Background: an optimization exercise with open tools, aiming at small area and few clock cycles. Do not read the settings as production practice. Function was checked by simulation only, so behaviour that the tests miss may differ from the original. No activity file was given, so power comes from the tool's default toggle rates.

--- design/flow/design.v ---
module lpcm_sample_unpacker (
   input  logic       clock,
   input  logic       reset,
   input  logic       req_valid,
   output logic       req_stall,
   input  logic [7:0] req_data_byte,
   input  logic       req_end_of_frame,
   output logic       rsp_valid,
   input  logic       rsp_stall,
   output logic [7:0] rsp_out_byte,
   output logic       rsp_group_last,
   output logic       rsp_config_error,
   input  logic       csr_wr_en,
   input  logic [1:0] csr_index,
   input  logic [3:0] csr_wr_data
);
   localparam logic [1:0] FMT_16 = 2'd0;
   localparam logic [1:0] FMT_20 = 2'd1;
   localparam logic [1:0] FMT_24 = 2'd2;
   localparam logic [1:0] FMT_32 = 2'd3;
   function automatic logic [2:0] br_src_chan(input logic [3:0] c, input logic [2:0] s);
      logic [2:0] k;
      k = s;
      if (c == 4'd6) begin
         if (s == 3'd3) k = 3'd5;
         if (s == 3'd4) k = 3'd3;
         if (s == 3'd5) k = 3'd4;
      end else if (c == 4'd7) begin
         if (s == 3'd3) k = 3'd6;
         if (s == 3'd4) k = 3'd3;
         if (s == 3'd6) k = 3'd4;
      end else if (c == 4'd8) begin
         if (s == 3'd3) k = 3'd7;
         if (s == 3'd4) k = 3'd3;
         if (s == 3'd5) k = 3'd6;
         if (s == 3'd6) k = 3'd4;
         if (s == 3'd7) k = 3'd5;
      end
      br_src_chan = k;
   endfunction
   logic [1:0] fmt_ff;
   logic       br_ff;
   logic [3:0] cc_ff;
   logic [7:0] mem [0:63];
   logic [6:0] ws_ff;     
   logic [5:0] fill_ff;   
   logic [6:0] rb_ff;     
   logic [3:0] j_ff;
   logic [2:0] p_ff;
   always_ff @(posedge clock) begin
      if (reset) begin
         fmt_ff <= FMT_16;
         br_ff  <= 1'b0;
         cc_ff  <= 4'd2;
      end else if (csr_wr_en) begin
         if (csr_index == 2'd0) fmt_ff <= csr_wr_data[1:0];
         if (csr_index == 2'd1) br_ff  <= csr_wr_data[0];
         if (csr_index == 2'd2) cc_ff  <= csr_wr_data;
      end
   end
   logic       bad;
   logic [6:0] c_ext;
   logic [6:0] gsize;
   always_comb begin
      c_ext = 7'(cc_ff);
      if (br_ff) begin
         unique case (fmt_ff)
            FMT_16:  gsize = c_ext << 1;
            FMT_24:  gsize = (c_ext << 1) + c_ext;
            default: gsize = c_ext << 2;
         endcase
      end else begin
         unique case (fmt_ff)
            FMT_16:  gsize = c_ext << 1;
            FMT_20:  gsize = (c_ext << 2) + c_ext;
            FMT_24:  gsize = (c_ext << 2) + (c_ext << 1);
            default: gsize = c_ext << 3;
         endcase
      end
      bad = (cc_ff == 4'd0) || (cc_ff > 4'd8) || ((fmt_ff == FMT_20) && (br_ff || cc_ff[0]));
      if (bad) gsize = 7'd1;
   end
   logic [5:0] eff_fill;
   logic [6:0] wpos;
   logic [6:0] used;
   logic       accept;
   logic       done;
   always_comb begin
      eff_fill  = ({1'b0, fill_ff} >= gsize) ? 6'd0 : fill_ff;
      wpos      = ws_ff + 7'(eff_fill);
      used      = wpos - rb_ff;
      req_stall = used[6];
      accept    = req_valid && !req_stall;
      done      = (7'(eff_fill) + 7'd1 == gsize);
   end
   always_ff @(posedge clock) begin
      if (reset) begin
         ws_ff   <= '0;
         fill_ff <= '0;
      end else if (accept) begin
         if (done) begin
            ws_ff   <= wpos + 7'd1;
            fill_ff <= '0;
         end else if (req_end_of_frame) begin
            fill_ff <= '0;
         end else begin
            fill_ff <= eff_fill + 6'd1;
         end
      end
   end
   always_ff @(posedge clock) begin
      if (accept && !bad) mem[wpos[5:0]] <= req_data_byte;
   end
   typedef enum logic [1:0] {
      OP_COPY,
      OP_NIB_HI,
      OP_NIB_LO
   } op_type;
   logic [2:0] sw;        
   logic [3:0] j_last;    
   logic [5:0] j6, c4, k6, offs;
   logic [2:0] kin;
   op_type     op;
   logic       last;
   logic       take;
   logic [7:0] rbyte;
   always_comb begin
      j6   = 6'(j_ff);
      c4   = {cc_ff, 2'b00};
      kin  = br_src_chan(cc_ff, j_ff[2:0]);
      k6   = 6'(kin);
      op   = OP_COPY;
      offs = '0;
      if (br_ff) begin
         j_last = cc_ff - 4'd1;
         unique case (fmt_ff)
            FMT_16: begin
               sw   = 3'd2;
               offs = (k6 << 1) + 6'(3'd1 - p_ff);
            end
            FMT_24: begin
               sw   = 3'd3;
               offs = (k6 << 1) + k6 + 6'(3'd2 - p_ff);
            end
            default: begin
               sw   = 3'd4;
               offs = (k6 << 2) + 6'(3'd3 - p_ff);
            end
         endcase
      end else begin
         unique case (fmt_ff)
            FMT_16: begin
               sw     = 3'd2;
               j_last = cc_ff - 4'd1;
               offs   = (j6 << 1) + 6'(p_ff == 3'd0);
            end
            FMT_20: begin
               sw     = 3'd6;
               j_last = cc_ff - 4'd1;
               unique case (p_ff)
                  3'd0: begin offs = c4 + j6; op = OP_NIB_HI; end
                  3'd1: offs = (j6 << 2) + 6'd1;
                  3'd2: offs = (j6 << 2);
                  3'd3: begin offs = c4 + j6; op = OP_NIB_LO; end
                  3'd4: offs = (j6 << 2) + 6'd3;
                  default: offs = (j6 << 2) + 6'd2;
               endcase
            end
            FMT_24: begin
               sw     = 3'd3;
               j_last = {cc_ff[2:0], 1'b0} - 4'd1;
               unique case (p_ff)
                  3'd0:    offs = c4 + j6;
                  3'd1:    offs = (j6 << 1) + 6'd1;
                  default: offs = (j6 << 1);
               endcase
            end
            default: begin
               sw     = 3'd4;
               j_last = {cc_ff[2:0], 1'b0} - 4'd1;
               unique case (p_ff)
                  3'd0:    offs = c4 + (j6 << 1) + 6'd1;
                  3'd1:    offs = c4 + (j6 << 1);
                  3'd2:    offs = (j6 << 1) + 6'd1;
                  default: offs = (j6 << 1);
               endcase
            end
         endcase
      end
      last  = (j_ff == j_last) && (p_ff == sw - 3'd1);
      rbyte = mem[rb_ff[5:0] + offs];
      rsp_valid        = (ws_ff != rb_ff);
      rsp_config_error = bad;
      rsp_group_last   = last && !bad;
      if (bad) begin
         rsp_out_byte = 8'h00;
      end else begin
         unique case (op)
            OP_NIB_HI: rsp_out_byte = rbyte & 8'hf0;
            OP_NIB_LO: rsp_out_byte = {rbyte[3:0], 4'h0};
            default:   rsp_out_byte = rbyte;
         endcase
      end
      take = rsp_valid && !rsp_stall;
   end
   always_ff @(posedge clock) begin
      if (reset) begin
         rb_ff <= '0;
         j_ff  <= '0;
         p_ff  <= '0;
      end else if (take) begin
         if (bad || last) begin
            rb_ff <= rb_ff + gsize;
            j_ff  <= '0;
            p_ff  <= '0;
         end else if (p_ff == sw - 3'd1) begin
            j_ff <= j_ff + 4'd1;
            p_ff <= '0;
         end else begin
            p_ff <= p_ff + 3'd1;
         end
      end
   end
endmodule
--- design/flow/run.sh ---
#!/bin/bash
# synth_recipe.tcl (not shown) runs the flow's synth.tcl, then flattens the netlist and writes it again
# the make line also repeats each setting of config.mk as NAME=value (left out here)
make -C /OpenROAD-flow-scripts/flow DESIGN_CONFIG=/design/flow/config.mk WORK_HOME=/design/flow/orfs CLKGATE_MAP_FILE= SYNTH_SCRIPT=/design/flow/synth_recipe.tcl finish
--- design/flow/config.mk ---
export PLATFORM = sky130hd
export DESIGN_NAME = lpcm_sample_unpacker
export DESIGN_NICKNAME = lpcm_sample_unpacker
export VERILOG_FILES = /design/flow/design.v
export SDC_FILE = /design/flow/constraint.sdc
export NUM_CORES = 4
export LEC_CHECK = 0
export CAP_MARGIN = 20
export CORE_MARGIN = 2
export CORE_UTILIZATION = 40
export SLEW_MARGIN = 20
--- design/flow/constraint.sdc ---
create_clock -name core_clock -period 9.0 [get_ports {clock}]
set_input_delay 1.8000 -clock core_clock [delete_from_list [all_inputs] [get_ports {clock}]]
set_output_delay 1.8000 -clock core_clock [all_outputs]
set_load 0.01 [all_outputs]
==> qor.txt, run 1 <==
Number of global-route vias before repair -> 14.3k
CP most frequent cell -> inv_1
CTS clock-pin slew for the worst setup and hold paths -> 60 ps
FILL cells -> 5412
Root Buffer Master -> clkbuf_16
Critical Path Fanout Max -> 33
First-pass GRT wire length -> 89800 um
Hold Path Class -> flop to flop
Max-slew headroom -> 37.7%
Area growth, synth to finish -> 14.4%
Diode count -> 0
Largest net degree at the start of global routing -> 65
Mapped Area -> 25100 sq um
Post-DRT Antenna Nets -> 0
Fin. max-slew vios -> 0
Final period util -> 95.4%
Seq/Total Area, Yosys -> 63.9%
Sw frac -> 22.6%
GP Congestion -> 0.831
Layout Nets -> 1790
Critical-path top delay cell -> fa_4
Initial antenna violation count -> 0
Critical Path Max Stage Delay -> 950 ps
Top-count cell post-synth -> edfxtp_1
Die Area -> 64800 sq um
Combinational share of power -> 8.4%
Commonest register cell after synthesis -> edfxtp_1
GR Overflow Total -> 0
Core ar. -> 61900 sq um
Count of final hold-check violations -> 0
Synth area leaders -> edfxtp_1, mux4_2, ha_1
I/O Pins -> 32
Synth Warn # -> 1
Drt via density -> 5.54
Clock latency (worst-skew pair) -> 620 ps
GRT Overall Usage -> 18.6%
Post-Synthesis Net Count -> 1710
Layout cells sized above 1 -> 19.8%
Async SR Flop Fraction -> 0%
I/O Buffers -> 31
Finish-stage setup viols -> 0
Row cnt -> 91
Clock share of power -> 41.8%
DRC -> 0
Status -> complete, no violations
Kind of critical path -> flop to output pin
Initial Util -> 40.5%
Util after Layout -> 46.4%
Peak supply drop -> 0.175 mV
Int Power -> 0.00433 W
DR vias -> 14.2k
Pwr Density -> 195 nW/um^2
CTS tree -> yes
# clock sinks -> 546
Initial DRC Count -> 1184
Static leakage -> 10.0 nW
RSZ-0062 raised after global routing -> no
Area leader, netlist -> edfxtp_1
Final min period -> 8580 ps
Max Fclk -> 0.116 GHz
Post-synth top cells -> edfxtp_1, nor2_1, mux4_2, a21oi_1, ha_1
Yosys top cell area share -> 61.2%
Post-Synthesis Cells -> 1604
Longest Clk Path Bufs -> 3
Worst path required time -> 7200 ps
Die Wd -> 255 um
Crit. End Element -> output pin
Post-Route Setup TNS -> 0 ps
Psw -> 0.00126 W
Final wirelength -> 59000 um
Syn_area_per_cell -> 15.7 sq um
Synth unique cells -> 72
Flops & latches, synth -> 546
CP top delay family -> adder cells
CP bufs+invs -> 6
Least-Margin Pin Slew -> 931 ps
Number of synthesized flops with an enable pin -> 512
Post-DR wirelength/cell -> 23.0 um
Crit path DAT -> 6780 ps
Register share of total power -> 49.8%
Chip Height -> 255 um
Hold buffers post-CTS -> 0
Skew final -> 25.7 ps
H-tree level count -> 2
First-pass detailed-route iteration total -> 5
Total CTS buffers -> 56
Dpl hpwl -> 37600 um
Maxcap violations -> 0
CP Launch Type -> flop
[worst reg2reg max path: stages (launching register included)]
cell	delay [ps]
dfxtp_1	830
nand2b_1	380
o211a_1	400
buf_4	260
o21ai_0	340
ha_1	370
a31oi_1	210
o21ai_2	200
a21boi_1	410
ha_1	350
a21oi_1	200
o21ai_0	100
a21oi_1	190
xor2_1	160
buf_4	170
clkinv_1	90
ha_1	290
a21oi_1	110
o21ai_0	160
xnor2_2	310
buf_4	170
and2_1	490
nand4_1	200
buf_4	260
nor2_1	710
[cells by family after synthesis]
| group | after synthesis | share of synthesized area, % |
|---|---|---|
| AOI/OAI and AO/OA | 256 | 6.60 |
| buffers and inverters | 137 | 2.20 |
| xor gates and xnor gates | 52 | 1.90 |
| adders and majority gates | 86 | 4.64 |
| and+or+nand+nor | 328 | 6.36 |
| DFF | 546 | 63.9 |
| muxes | 199 | 14.4 |
[worst paths after layout]
kind	startpoint	to	slack [ps]	cells after the start
hold / removal	ws_ff[6]	ws_ff[6]	510	2
setup reg to reg	fmt_ff[0]	mem[16][6]	1280	24
setup / recovery	j_ff[1]	rsp_out_byte[7]	420	26
hold reg to reg	ws_ff[6]	ws_ff[6]	510	2
[cells in the final DEF (no fill, tap or decap), drive strengths merged, types with 6 or more instances in the layout]
| cell | synthesis | layout |
|---|---|---|
| nor2 | 132 | 132 |
| o22ai | 12 | 12 |
| or3 | 6 | 6 |
| o2bb2ai | 7 | 7 |
| fa | 12 | 12 |
| xor2 | 19 | 19 |
| inv | 58 | 63 |
| dlymetal6s2s | 0 | 7 |
| mux4 | 128 | 128 |
| o21ai | 39 | 39 |
| nor3 | 10 | 10 |
| nand2b | 12 | 12 |
| o211ai | 9 | 9 |
| a21oi | 90 | 90 |
| a221oi | 9 | 9 |
| dfxtp | 34 | 34 |
| and2 | 9 | 9 |
| nand3 | 18 | 18 |
| nand2 | 62 | 62 |
| ha | 74 | 74 |
| mux2 | 11 | 11 |
| a211oi | 35 | 35 |
| edfxtp | 512 | 512 |
| xnor2 | 32 | 32 |
| o21a | 6 | 6 |
| nor2b | 41 | 41 |
| clkbuf | 41 | 69 |
| mux2i | 60 | 60 |
| buf | 37 | 77 |
| clkdlybuf4s50 | 0 | 15 |
| nand4 | 13 | 13 |
| clkinv | 1 | 16 |
| a21o | 13 | 13 |
[sequential cells by signal (all words and copies together) (netlist names)]
register / flops
br_ff: 1
cc_ff: 4
j_ff: 4
ws_ff: 7
rb_ff: 7
fill_ff: 6
mem: 512
fmt_ff: 2
p_ff: 3
[stage by stage]
| step | setup slack (ps) | hold slack, ps | total power [W] | std cells | cell area, sq um |
|---|---|---|---|---|---|
| finish | 416 | 506 | 0.00559 | 2561 | 28700 |
| global route | 20.3 | 560 | 0.00577 | 2561 | 28700 |
| CTS | 36.0 | 505 | 0.00564 | 2555 | 28600 |
| detailed placement | 245 | 496 | 0.00331 | 2457 | 26700 |
| global placement | 278 | 479 | 0.00331 | 2457 | 26700 |
| floorplan | 1370 | 470 | 0.00312 | 1604 | 25100 |
[power groups by stage]
stage                     logic, W  registers, W  clock network, W
after floorplan           0.000285       0.00284                 0
after global placement    0.000465       0.00284                 0
after detailed placement  0.000468       0.00284                 0
after CTS                 0.000472       0.00279           0.00238
after global routing      0.000506       0.00279           0.00247
final                     0.000469       0.00279           0.00234
[what timing repair did]
item / in CTS / in global routing
endpoints found under the setup margin: 9 / 9
setup buffers: 0 / 6
gates resized for setup: 16 / 21
cloned: 0 / 0
endpoints found under the hold margin: 0 / 0
pin swaps: 0 / 3
[final cells by class]
cell class | count | area, sq um | area share [%]
sequential | 546 | 16100 | 55.9
multi-input combinational | 921 | 8630 | 30.0
clock buffer | 69 | 1520 | 5.30
tap | 837 | 1050 | 3.65
timing repair buffer | 100 | 910 | 3.17
clock inverter | 29 | 327 | 1.14
inverter | 59 | 225 | 0.784
[layer usage]
layer | track usage (%) | wire length (um) | part of all wire, %
met3 | 2.46 | 2800 | 4.8
met1 | 26.2 | 26000 | 44
met2 | 29.9 | 28500 | 48
met4 | 5.95 | 1660 | 2.8
met5 | 0 | 0 | 0
Testbench counts, summed over its fixed seeds: cycles 45,607.
==> run 2: changes to the inputs <==
--- a/design/flow/design.v
+++ b/design/flow/design.v
@@ -43,6 +43,8 @@
    logic [3:0] cc_ff;
-   logic [7:0] mem [0:63];
-   logic [6:0] ws_ff;     
+   logic [7:0] ring [0:63];
+   logic [5:0] t_ff;      
    logic [5:0] fill_ff;   
-   logic [6:0] rb_ff;     
+   logic [5:0] fb_ff;     
+   logic [5:0] hb_ff;     
+   logic [1:0] cnt_ff;    
    logic [3:0] j_ff;
@@ -83,13 +85,24 @@
    logic [5:0] eff_fill;
-   logic [6:0] wpos;
-   logic [6:0] used;
+   logic [5:0] off_h;     
+   logic [5:0] prefix;    
+   logic       head_busy;
+   logic       start;
+   logic       done;
    logic       accept;
-   logic       done;
+   logic       push;
+   logic       pop;
    always_comb begin
-      eff_fill  = ({1'b0, fill_ff} >= gsize) ? 6'd0 : fill_ff;
-      wpos      = ws_ff + 7'(eff_fill);
-      used      = wpos - rb_ff;
-      req_stall = used[6];
-      accept    = req_valid && !req_stall;
-      done      = (7'(eff_fill) + 7'd1 == gsize);
+      eff_fill = ({1'b0, fill_ff} >= gsize) ? 6'd0 : fill_ff;
+      start    = (eff_fill == 6'd0);
+      done     = (7'(eff_fill) + 7'd1 == gsize);
+      off_h    = t_ff - hb_ff;
+      if (br_ff)                prefix = 6'd0;
+      else if (fmt_ff == FMT_20) prefix = {j_ff[3:0], 2'b00};
+      else                      prefix = {1'b0, j_ff, 1'b0};
+      head_busy = (cnt_ff != 2'd0) && !bad && ({1'b0, off_h} < gsize) && (off_h >= prefix);
+      if (bad)        req_stall = (cnt_ff == 2'd2);
+      else if (start) req_stall = (cnt_ff == 2'd2) || head_busy;
+      else            req_stall = (t_ff - fb_ff != eff_fill) || head_busy;
+      accept = req_valid && !req_stall;
+      push   = accept && done;
    end
@@ -97,12 +110,9 @@
       if (reset) begin
-         ws_ff   <= '0;
+         t_ff    <= '0;
          fill_ff <= '0;
-      end else if (accept) begin
-         if (done) begin
-            ws_ff   <= wpos + 7'd1;
-            fill_ff <= '0;
-         end else if (req_end_of_frame) begin
-            fill_ff <= '0;
-         end else begin
-            fill_ff <= eff_fill + 6'd1;
+      end else begin
+         t_ff <= t_ff + 6'd1;
+         if (accept) begin
+            if (done || req_end_of_frame) fill_ff <= '0;
+            else                          fill_ff <= eff_fill + 6'd1;
          end
@@ -111,3 +121,7 @@
    always_ff @(posedge clock) begin
-      if (accept && !bad) mem[wpos[5:0]] <= req_data_byte;
+      if (accept && start) fb_ff <= t_ff;
+   end
+   always_ff @(posedge clock) begin
+      for (int i = 63; i > 0; i--) ring[i] <= ring[i-1];
+      ring[0] <= accept ? req_data_byte : ring[63];
    end
@@ -189,5 +203,5 @@
       end
-      last  = (j_ff == j_last) && (p_ff == sw - 3'd1);
-      rbyte = mem[rb_ff[5:0] + offs];
-      rsp_valid        = (ws_ff != rb_ff);
+      last = (j_ff == j_last) && (p_ff == sw - 3'd1);
+      rbyte = ring[off_h + ~offs];
+      rsp_valid        = (cnt_ff != 2'd0);
       rsp_config_error = bad;
@@ -204,2 +218,3 @@
       take = rsp_valid && !rsp_stall;
+      pop  = take && (bad || last);
    end
@@ -207,15 +222,17 @@
       if (reset) begin
-         rb_ff <= '0;
-         j_ff  <= '0;
-         p_ff  <= '0;
-      end else if (take) begin
-         if (bad || last) begin
-            rb_ff <= rb_ff + gsize;
-            j_ff  <= '0;
-            p_ff  <= '0;
-         end else if (p_ff == sw - 3'd1) begin
-            j_ff <= j_ff + 4'd1;
-            p_ff <= '0;
-         end else begin
-            p_ff <= p_ff + 3'd1;
+         cnt_ff <= '0;
+         j_ff   <= '0;
+         p_ff   <= '0;
+      end else begin
+         cnt_ff <= cnt_ff + 2'(push) - 2'(pop);
+         if (take) begin
+            if (bad || last) begin
+               j_ff <= '0;
+               p_ff <= '0;
+            end else if (p_ff == sw - 3'd1) begin
+               j_ff <= j_ff + 4'd1;
+               p_ff <= '0;
+            end else begin
+               p_ff <= p_ff + 3'd1;
+            end
          end
@@ -223,2 +240,5 @@
    end
+   always_ff @(posedge clock) begin
+      if ((push && (cnt_ff == 2'(pop))) || (pop && cnt_ff == 2'd2)) hb_ff <= fb_ff;
+   end
 endmodule
==> run 2 against run 1 <==
Compared with the run above:
- area after synthesis decreased by 20%
- largest power group unchanged
- power increased by 18%
- largest cell class unchanged
- synthesized cell count increased by 18%
- core utilization increased by 2.8 points
- via count increased by 12%
- register-to-register slack improved by 1300 ps
- global-route usage increased by 5.9 points
- still clean on timing, DRC and antenna
- die area decreased by 20%
==> qor.txt, run 2 <==
Status -> complete, no violations
Hold Path Class -> flop to flop
Syn_area_per_cell -> 10.6 sq um (-32%)
Async SR Flop Fraction -> 0% (unchanged)
I/O Pins -> 32 (unchanged)
Commonest cells after routing, fill and taps aside -> dfxtp_1, nand2_1, buf_4
Critical Path Max Stage Delay -> 740 ps (-210 ps)
Initial DRC Count -> 1746 (+47%)
Layout cells sized above 1 -> 17.4% (-2.5 points)
Max Fclk -> 0.114 GHz (-1.9%)
DR vias -> 16.0k (+12%)
# clock sinks -> 552 (+1.1%)
Flops & latches, synth -> 552 (+1.1%)
Overall Power -> 0.00658 W (+18%)
Fin. max-slew vios -> 0 (unchanged)
Post-Synthesis Cells -> 1895 (+18%)
Mapped Area -> 20100 sq um (-20%)
Post-Synthesis Net Count -> 2009 (+17%)
H-tree level count -> 2 (unchanged)
Initial Util -> 40.3% (-0.23 points)
Util after Layout -> 49.1% (+2.8 points)
GR Overflow Total -> 0 (unchanged)
Area growth, synth to finish -> 21.8%
Top-count cell post-synth -> dfxtp_1
CTS tree -> yes
Layout Nets -> 2167 (+21%)
Worst path required time -> 7200 ps (about the same)
Number of global-route vias before repair -> 15.9k (+11%)
Maxcap violations -> 0 (unchanged)
Seq/Total Area, Yosys -> 55.6% (-8.4 points)
Clock latency (worst-skew pair) -> 630 ps (about the same)
Root Buffer Master -> clkbuf_16
Critical Path Fanout Max -> 13 (-61%)
Synth unique cells -> 93 (+29%)
Largest net degree at the start of global routing -> 37 (-43%)
GRT Overall Usage -> 24.5% (+5.9 points)
Count of final hold-check violations -> 0 (unchanged)
Post-synth top cells -> dfxtp_1, nand2_1, a21oi_1, nor2_1, ha_1
First-pass GRT wire length -> 97900 um (+9.0%)
CTS clock-pin slew for the worst setup and hold paths -> 70 ps (about the same)
Final wirelength -> 65800 um (+12%)
Static leakage -> 9.87 nW (-1.4%)
Final period util -> 97.2% (+1.8 points)
Crit. End Element -> output pin
Post-Route Setup TNS -> 0 ps (unchanged)
Max reg flops -> 512 (unchanged)
Pwr Density -> 269 nW/um^2 (+38%)
Core ar. -> 49900 sq um (-19%)
RSZ-0062 raised after global routing -> yes
CP most frequent cell -> a21oi_1
Total CTS buffers -> 54 (-3.6%)
Area leader, netlist -> dfxtp_1
Synth area leaders -> dfxtp_1, ha_1, nand2_1
Dpl hpwl -> 45200 um (+20%)
Longest Clk Path Bufs -> 3 (unchanged)
Post-DR wirelength/cell -> 23.8 um (+3.2%)
Most frequent standard cell in the layout excluding fill and tap cells -> dfxtp_1
Die Wd -> 228 um (-10%)
Synth Warn # -> 2 (+1)
Chip Height -> 228 um (-10%)
Post-DRT Antenna Nets -> 0 (unchanged)
I/O Buffers -> 31 (unchanged)
GP Congestion -> 0.926 (+11%)
Least-Margin Pin Slew -> 1060 ps (+130 ps)
Final min period -> 8750 ps (+164 ps)
Commonest register cell after synthesis -> dfxtp_1
Row cnt -> 82 (-9.9%)
First-pass detailed-route iteration total -> 6 (+1)
Initial antenna violation count -> 0 (unchanged)
Max-slew headroom -> 28.8% (-8.9 points)
CP Launch Type -> flop
Critical-path top delay cell -> fa_2
DRC -> 0 (unchanged)
Drt via density -> 5.76 (+4.0%)
Kind of critical path -> flop to output pin
Finish-stage setup viols -> 0 (unchanged)
Crit path DAT -> 6950 ps (+170 ps)
Yosys top cell area share -> 53.8% (-7.4 points)
Peak supply drop -> 0.128 mV (-27%)
Skew final -> 28.3 ps (+2.61 ps)
Number of synthesized flops with an enable pin -> 12 (-98%)
Die Area -> 52100 sq um (-20%)
## run 2: cell count changes after synthesis, sizes merged, moves of 22 or more
| cell | change |
|---|---|
| dfxtp | +506 |
| edfxtp | -500 |
| mux4 | -126 |
| nand2 | +108 |
| a22oi | +62 |
| nor3 | +38 |
| a21oi | +35 |
| nand3 | +31 |
| o21ai | +30 |
| nor2 | -27 |
| mux2i | -25 |
| nor2b | -24 |
| a221oi | +22 |
## run 2: path summary, 6_finish.rpt
check / start / to / slack [ps] / cells after the start
worst max-delay path: j_ff[0] / rsp_out_byte[2] / 250 / 27
worst max register to register: cc_ff[0] / cnt_ff[1] / 2630 / 31
worst min register to register: ring[27][2] / ring[28][2] / 330 / 0
worst min-delay path: ring[27][2] / ring[28][2] / 330 / 0
## run 2: cells by family after synthesis
logic type | after synthesis | share of synthesized area, %
xor gates and xnor gates | 46 | 2.15
and+or+nand+nor | 484 | 11.4
muxes | 57 | 3.09
DFF | 552 | 55.6
buffers and inverters | 145 | 3.10
adders and majority gates | 94 | 6.30
AOI/OAI and AO/OA | 517 | 18.4
## run 2: worst max-delay path: cells and delay by family (launching register included)
family / cells / cell delay [ps]
adder cells (fa/ha/maj): 4 / 1680
buffers and inverters: 4 / 1290
AO/OA/AOI/OAI: 12 / 1490
flip-flops: 1 / 370
AND/OR/NAND/NOR: 7 / 1470
## run 2: routing by layer
| layer | share of wire, % | vias up | global-route usage [%] |
|---|---|---|---|
| li1 | - | 7292 | - |
| met1 | 43 | 7718 | 33.1 |
| met2 | 44 | 773 | 37.9 |
| met3 | 9.6 | 170 | 5.99 |
| met4 | 3.6 | 0 | 8.88 |
| met5 | 0 | - | 0 |
## run 2: power by group
part           total [W]  switching [W]  internal (W)  leakage (nW)
registers        0.00270      0.0000901       0.00261          4.57
clock network    0.00235       0.000983       0.00137         0.921
logic            0.00154       0.000968      0.000570          4.38
## run 2: stage by stage
| step | hold slack (ps) | instance area, sq um | setup slack, ps | instances |
|---|---|---|---|---|
| after detailed placement | 336 | 22000 | 146 | 2633 |
| after floorplan | 323 | 20100 | 1080 | 1895 |
| after global placement | 330 | 22000 | 149 | 2633 |
| after global routing | 337 | 24500 | -127 | 2767 |
| after CTS | 334 | 24100 | -59.9 | 2745 |
| final | 327 | 24500 | 252 | 2768 |
## run 2: final cells by class
class                   instances  area (sq um)
inverters                      53           199
fillers                      4556         25400
multi-input cells            1199          8710
clock inverters                22           292
repair buffers                193          1710
diodes                          1          2.50
clock buffers                  76          1570
flip-flops and latches        552         11200
well taps                     672           841
## run 2: what timing repair did
| action | 4_1_cts | 5_1_grt |
|---|---|---|
| setup buffers | 14 | 20 |
| cloned | 0 | 2 |
| endpoints found under the setup margin | 8 | 8 |
| hold buffers | 0 | 0 |
| pin swaps | 8 | 17 |
| endpoints found under the hold margin | 0 | 0 |
| gates resized for setup | 42 | 59 |
Testbench counts of run 2, summed over its fixed seeds: cycles 45,567.

==> re-timing with driven ports <==
How much do the figures lean on ideal ports? The routed layouts below were timed once more, with nothing changed but the port constraints.
Step 1 assumes that a clkbuf_16 drives the clock port and a buf_2 every other input.
Step 2 times the ports against the registers' clock, not the clock port: input delays grow and output delays shrink by t, the midpoint of the rising clock arrivals with the driver on.
a / b / c = ideal ports / drivers / drivers and shift; a / b = the first two.
run	t, ns	slack for setup (ns)	worst hold slack (ns)	worst setup path after step 2	worst register clock-pin slew, ns
run 1	0.663	0.416 / 0.357 / 1.019	0.506 / 0.506 / 0.506	register to output	0.07 / 0.07
run 2	0.670	0.252 / 0.198 / 0.868	0.327 / 0.327 / 0.327	register to output	0.07 / 0.07
After both steps every run listed still meets setup and hold.
